This is an optimization exercise on Yosys and OpenROAD, whose aim is small area, a short achievable clock period and few clock cycles per item, not a production implementation. No run shown here included a check of the RTL's function; only the layout flow was run. No activity file was given, so power comes from the tool's default toggle rates.

==> flow/design.v (outline; a module is shown in full before it is edited, if it fits) <==
// module conv_pool_unit: 1476 lines
// module csa_fa: 11 lines
// module cnn_layer_top: 169 lines
module cnn_layer_top
(
    input  logic        clk,
    input  logic        reset,
    input  logic [15:0] i_rd_base,
    input  logic [15:0] i_wr_base,
    output logic [15:0] o_rd_addr1,
    output logic [15:0] o_rd_addr2,
    input  logic [7:0]  i_rd_data1,
    input  logic [7:0]  i_rd_data2,
    output logic        o_wr_en,
    output logic [15:0] o_wr_addr,
    output logic [7:0]  o_wr_data,
    output logic        o_done
);
  // ...
==> flow/run.sh <==
#!/bin/bash
# synth_recipe.tcl (not shown) runs the flow's synth.tcl, then flattens the netlist and writes it again
# the make line also repeats each setting of config.mk as NAME=value (left out here)
make -C /OpenROAD-flow-scripts/flow DESIGN_CONFIG=/design/flow/config.mk WORK_HOME=/design/flow/orfs CLKGATE_MAP_FILE= SYNTH_SCRIPT=/design/flow/synth_recipe.tcl finish
==> flow/config.mk <==
export PLATFORM = sky130hd
export DESIGN_NAME = cnn_layer_top
export DESIGN_NICKNAME = cnn_layer_top
export VERILOG_FILES = /design/flow/design.v
export SDC_FILE = /design/flow/constraint.sdc
export NUM_CORES = 4
export LEC_CHECK = 0
export CAP_MARGIN = 20
export CORE_MARGIN = 2
export CORE_UTILIZATION = 40
export SLEW_MARGIN = 20
export SYNTH_HIERARCHICAL = 1
==> flow/constraint.sdc <==
create_clock -name core_clock -period 12.0 [get_ports {clk}]
set_input_delay 2.4000 -clock core_clock [delete_from_list [all_inputs] [get_ports {clk}]]
set_output_delay 2.4000 -clock core_clock [all_outputs]
set_load 0.01 [all_outputs]
==> notes.md, run 1 <==
outcome complete, no violations; share of cells above drive strength 1 4.83%; FF-to-FF path depth 15; maximum vdd drop about 0.56 mV; vias approximately 30,000; Slew Limit Fails 0; Least-Margin Pin Slew around 1.2 ns; internal power roughly 8.5 mW; clk slew on worst S/H paths about 0.06 ns; CP Data Required Time 12.50 ns; dpl cell area 0.0494 mm2; Seq. cell area between 0.01 and 0.015 mm2; simple logic cell fraction of the synthesized area around 14%; combinational family with the most area after synthesis adder cells; initial antenna violation count 13; HP Class reg -> reg; #FFs+latches synth between 600 and 700; main flop type after synthesis dfxtp_1; total combinational power 10.1 mW; Buffers & Inverters on Critical Path 1; first-pass GRT wire length between 200,000 and 250,000 um; Pwr per Cell Area 297 mW/mm2; sequential share of the synthesized area 27.7%; Mapped Nets just over 5,000; max reg flops roughly 170; reg2reg start u_lane_b.nq[30]; non-clk buf share ~2.7%
==> run 2, diff against run 1 <==
--- a/flow/config.mk
+++ b/flow/config.mk
@@ -5,8 +5,8 @@
 export SDC_FILE = /design/flow/constraint.sdc
 export NUM_CORES = 4
 export LEC_CHECK = 0
-export CAP_MARGIN = 20
+export CAP_MARGIN = 80
 export CORE_MARGIN = 2
 export CORE_UTILIZATION = 40
-export SLEW_MARGIN = 20
+export SLEW_MARGIN = 80
 export SYNTH_HIERARCHICAL = 1
==> run 2 against run 1 <==
  * Total power up 4.4%
  * Sequential cell count unchanged
  * Clock-buffer cell count is 7 higher
  * Worst hold slack got worse by 0.0021 ns
  * Sequential power decreased by 1%
  * Final area rose by 5.8%
  * Still clean on timing, DRC and antenna
  * Critical path depth unchanged
  * Synthesized cell count unchanged
==> notes.md, run 2 <==
Largest regs sr: 168 flops, u_lane_a.nq: 100 flops, u_lane_b.nq: 100 flops (unchanged); Sum Neg Setup Slack 0 ns (unchanged); outcome complete, no violations (unchanged); Die ar. 0.119 mm2 (unchanged); Sequential Power Share 18.7% (was 19.8%); Initial DRC Count 3,017 (was 2,784); Mapped Nets 5,186 (unchanged); Adder-Cell Fraction of Synth Area 50.3% (unchanged); Period Utilization, post-route 39.0% (was 39.4%); Die H 345 um (unchanged); FMAX 214 MHz (was 211 MHz); Post-route DRC 0 (unchanged); Vias/cell 5.40 (was 5.44); commonest non-fill, non-tap cell in the layout fa_1 (unchanged); HPWL after DPL 120,000 um (was 112,000 um); maximum vdd drop 0.590 mV (was 0.564 mV); initial antenna violation count 8 (was 13); delay-heaviest family, CP adder cells (unchanged); CTS Sinks 601 (unchanged); synth cell count leaders 1,088 x fa_1, 934 x nand2_1, 513 x dfxtp_1, 315 x and2_1, 226 x inv_1 (unchanged); Post-CTS Resized 0 (unchanged); crit-path cells fa_1, fa_1, fa_1, inv_1, ha_1, a21o_1, a211oi_4, a21oi_4, a41o_1, or2_2, fa_1, xnor2_1, nand4b_1, nor4_2, a41oi_1 (was fa_1, fa_1, fa_1, inv_1, ha_1, a21o_1, a211oi_2, a21oi_1, a41o_1, or2_2, fa_1, xnor2_1, nand4b_1, nor4_1, a41oi_1); Buffers & Inverters on Critical Path 1 (unchanged); Sw Share 46.0% (was 45.2%); yosys warns 26 (unchanged); count leader, synth fa_1 (unchanged); RSZ-0062 raised after global routing false (unchanged); largest net degree at the start of global routing 45 (was 67); HP Class reg -> reg (unchanged); Clock Power Share 13.5% (was 14.9%); CTS root buf clkbuf_16 (unchanged); Pwr per Cell Area 293 mW/mm2 (was 297 mW/mm2); Crit. End Element flip-flop (unchanged); compound-cell area share of the yosys netlist 2.72% (unchanged); share of cells above drive strength 1 14.7% (was 4.83%); cells after synthesis 3,918 (unchanged); Setup WS post-layout 7.32 ns (was 7.27 ns); Sw Pwr 7.42 mW (was 6.97 mW); WL final 149,000 um (was 147,000 um); Slew Limit Fails 0 (unchanged); CTS Buf Count 70 (unchanged); area added between synthesis and finish 17.9% (was 11.5%); Synth cell types 67 (unchanged); combinational family with the most area after synthesis adder cells (unchanged); Most Frequent Cell on Critical Path fa_1 (unchanged); die width 345 um (unchanged); setup violators final 0 (unchanged); max reg flops 168 (unchanged); final weighted congestion in routability-driven placement 0.969 (unchanged); Routed Antenna Nets 0 (unchanged); Worst Skew 0.0349 ns (was 0.0243 ns); first-pass GRT wire length 225,000 um (was 221,000 um); Synth Area per Inst 11.9 um2 (unchanged); # nets final 5,550 (was 5,290); Synth Area in XOR/XNOR 1.50% (unchanged); post-CTS setup repair buffer count 0 (unchanged); Initial Utilization 40.2% (unchanged); hold_buf cts 0 (unchanged); row count 125 (unchanged); multiplexer share of the synthesized area 0.570% (unchanged); post-synth top area share 46.8% (unchanged); async set or reset register ratio after synthesis 0% (unchanged); final hold violations 0 (unchanged); Critical Path Start Type flip-flop (unchanged); vias 31,689 (was 30,483); EDFF count, synth 88 (unchanged); # IOs 108 (unchanged); max-cap viol count 0 (unchanged); maximum clock path buffer count 3 (unchanged); most frequent cells in the layout 1,088 x fa_1, 933 x nand2_1, 383 x dfxtp_1 (was 1,088 x fa_1, 934 x nand2_1, 513 x dfxtp_1); CP Depth 15 (unchanged); Mapped Area 0.0466 mm2 (unchanged); simple logic cell fraction of the synthesized area 14.4% (unchanged); Reg with most FFs sr (unchanged); H-Tree Depth 3 (unchanged); Logic pwr share 67.8% (was 65.3%); CP Data Required Time 12.52 ns (was 12.50 ns); Period minus WS final 4.68 ns (was 4.73 ns); CP max stage delay 0.55 ns (about the same); number of global-route vias before repair 35,313 (was 34,169); drt pass-1 iters 6 (was 5); WL/cell 25.5 um (was 26.3 um); sequential share of the synthesized area 27.7% (unchanged); clk slew on worst S/H paths 0.06 ns (about the same); Synth area leaders fa_1 47%, dfxtp_1 22%, nand2_1 7.5% (unchanged); CTS tree built (unchanged); WHS Path Cells 0 (unchanged); Port Buffers 106 (unchanged); internal power 8.69 mW (was 8.46 mW); FF-to-FF path depth 15 (unchanged); dpl ws 7.22 ns (was 7.27 ns); Setup CP Type reg -> reg (unchanged); Yosys top cell by area fa_1 (unchanged); worst skew pair latency 0.67 ns (was 0.66 ns); Worst EP arrival 5.19 ns (was 5.23 ns); main flop type after synthesis dfxtp_1 (unchanged); Leak 19.4 nW (was 18.1 nW); highest net fanout along the worst path 3 (unchanged); CORE AREA 0.116 mm2 (unchanged); grt ovf 0 (unchanged); CP max stage cell fa_1 (unchanged); #FFs+latches synth 601 (unchanged); aggregate global-route resource usage 25.7% (was 25.4%)
==> run 2: path summary, 6_finish.rpt <==
check                                 endpoint  slack (ns)             from
worst max-delay path            u_lane_b.o_big        7.32  u_lane_b.nq[30]
worst min-delay path                 sr[9][15]        0.32        sr[8][15]
worst max register to register  u_lane_b.o_big        7.32  u_lane_b.nq[30]
worst min register to register       sr[9][15]        0.32        sr[8][15]
==> run 2: modules after synthesis, one instance, submodules excluded <==
module	flip-flops and latches	area (um2)	cells inside	copies in the design
cnn_layer_top	383	12400	970	1
csa_fa	0	20.0	1	1076
conv_pool_unit	109	6300	936	2
==> run 2: worst register-to-register path, stage by stage (launching register included) <==
cell and delay, ns:
dfxtp_1 0.32, fa_1 0.55, fa_1 0.43, fa_1 0.50, inv_1 0.04, ha_1 0.31
a21o_1 0.24, a211oi_4 0.29, a21oi_4 0.13, a41o_1 0.29, or2_2 0.30, fa_1 0.38
xnor2_1 0.18, nand4b_1 0.13, nor4_2 0.32, a41oi_1 0.15
==> run 2: cell type report <==
| cell class | instances | area (um2) |
|---|---|---|
| repair buffers | 410 | 3700 |
| fillers | 10303 | 61000 |
| well taps | 1524 | 1910 |
| clock buffers | 93 | 1930 |
| diodes | 1 | 2.50 |
| inverters | 227 | 852 |
| clock inverters | 36 | 407 |
| multi-input cells | 2972 | 32900 |
| flip-flops and latches | 601 | 13200 |
==> run 2: metal layers <==
layer	vias up	share of wire, %	wire length (um)	track usage [%]
li1	12909	-	-	-
met1	16314	37	55800	32.7
met2	1980	46	68500	40.6
met3	472	11	16700	7.89
met4	14	5.5	8250	11.2
met5	-	0.059	88	0
==> run 2: stage by stage <==
stage               cells  utilization (%)  power, mW  hold slack (ns)  area [um2]
finish               5864             47.4       16.1            0.318       54900
global route         5863             47.4       17.6            0.323       54900
CTS                  5848             47.1       15.9            0.320       54600
detailed placement   5719             45.1       13.6            0.312       52200
global placement     5474             42.7       13.0            0.310       49400
floorplan            3918                -       9.84            0.310       46600
==> run 2: power groups by stage <==
stage	Combinational, mW	Clock, mW	Sequential, mW
6_report	10.9	2.18	3.01
5_1_grt	12.2	2.31	3.06
4_1_cts	10.7	2.23	3.01
3_5_place_dp	10.6	0	3.05
3_3_place_gp	9.95	0	3.07
2_1_floorplan	6.95	0	2.89
==> run 2: cells by family after synthesis <==
family                   Yosys count
other                              1
multiplexers                      25
buffers and inverters            345
flip-flops                       601
AO/OA/AOI/OAI                    185
AND/OR/NAND/NOR                 1463
adder cells (fa/ha/maj)         1218
XOR/XNOR                          80

## afterwards: timing with drivers on the ports
The results above use ideal ports. As a check the final layouts listed here were re-extracted and re-timed, cells and wires unchanged.
Step 1 assumes that a clkbuf_16 drives the clock port and a buf_2 every other input.
Step 2 adds t to the input delays and takes it off the output delays; t is the mean of the earliest and latest rising clock arrival at the registers after step 1. Input paths then give back, and output paths get back, about the clock's delay inside the block.
a / b / c = ideal / step 1 / step 2; a / b = the first two.
run | t, ns | setup slack, ns | hold WS [ns] | worst setup path after step 2 | worst slew at a driven data input, ns
run 1 | 0.718 | 7.268 / 7.268 / 7.268 | 0.320 / 0.320 / 0.320 | register to register | 0.18
run 2 | 0.726 | 7.324 / 7.324 / 7.324 | 0.318 / 0.318 / 0.318 | register to register | 0.19
After both steps setup and hold are still met in every run listed.
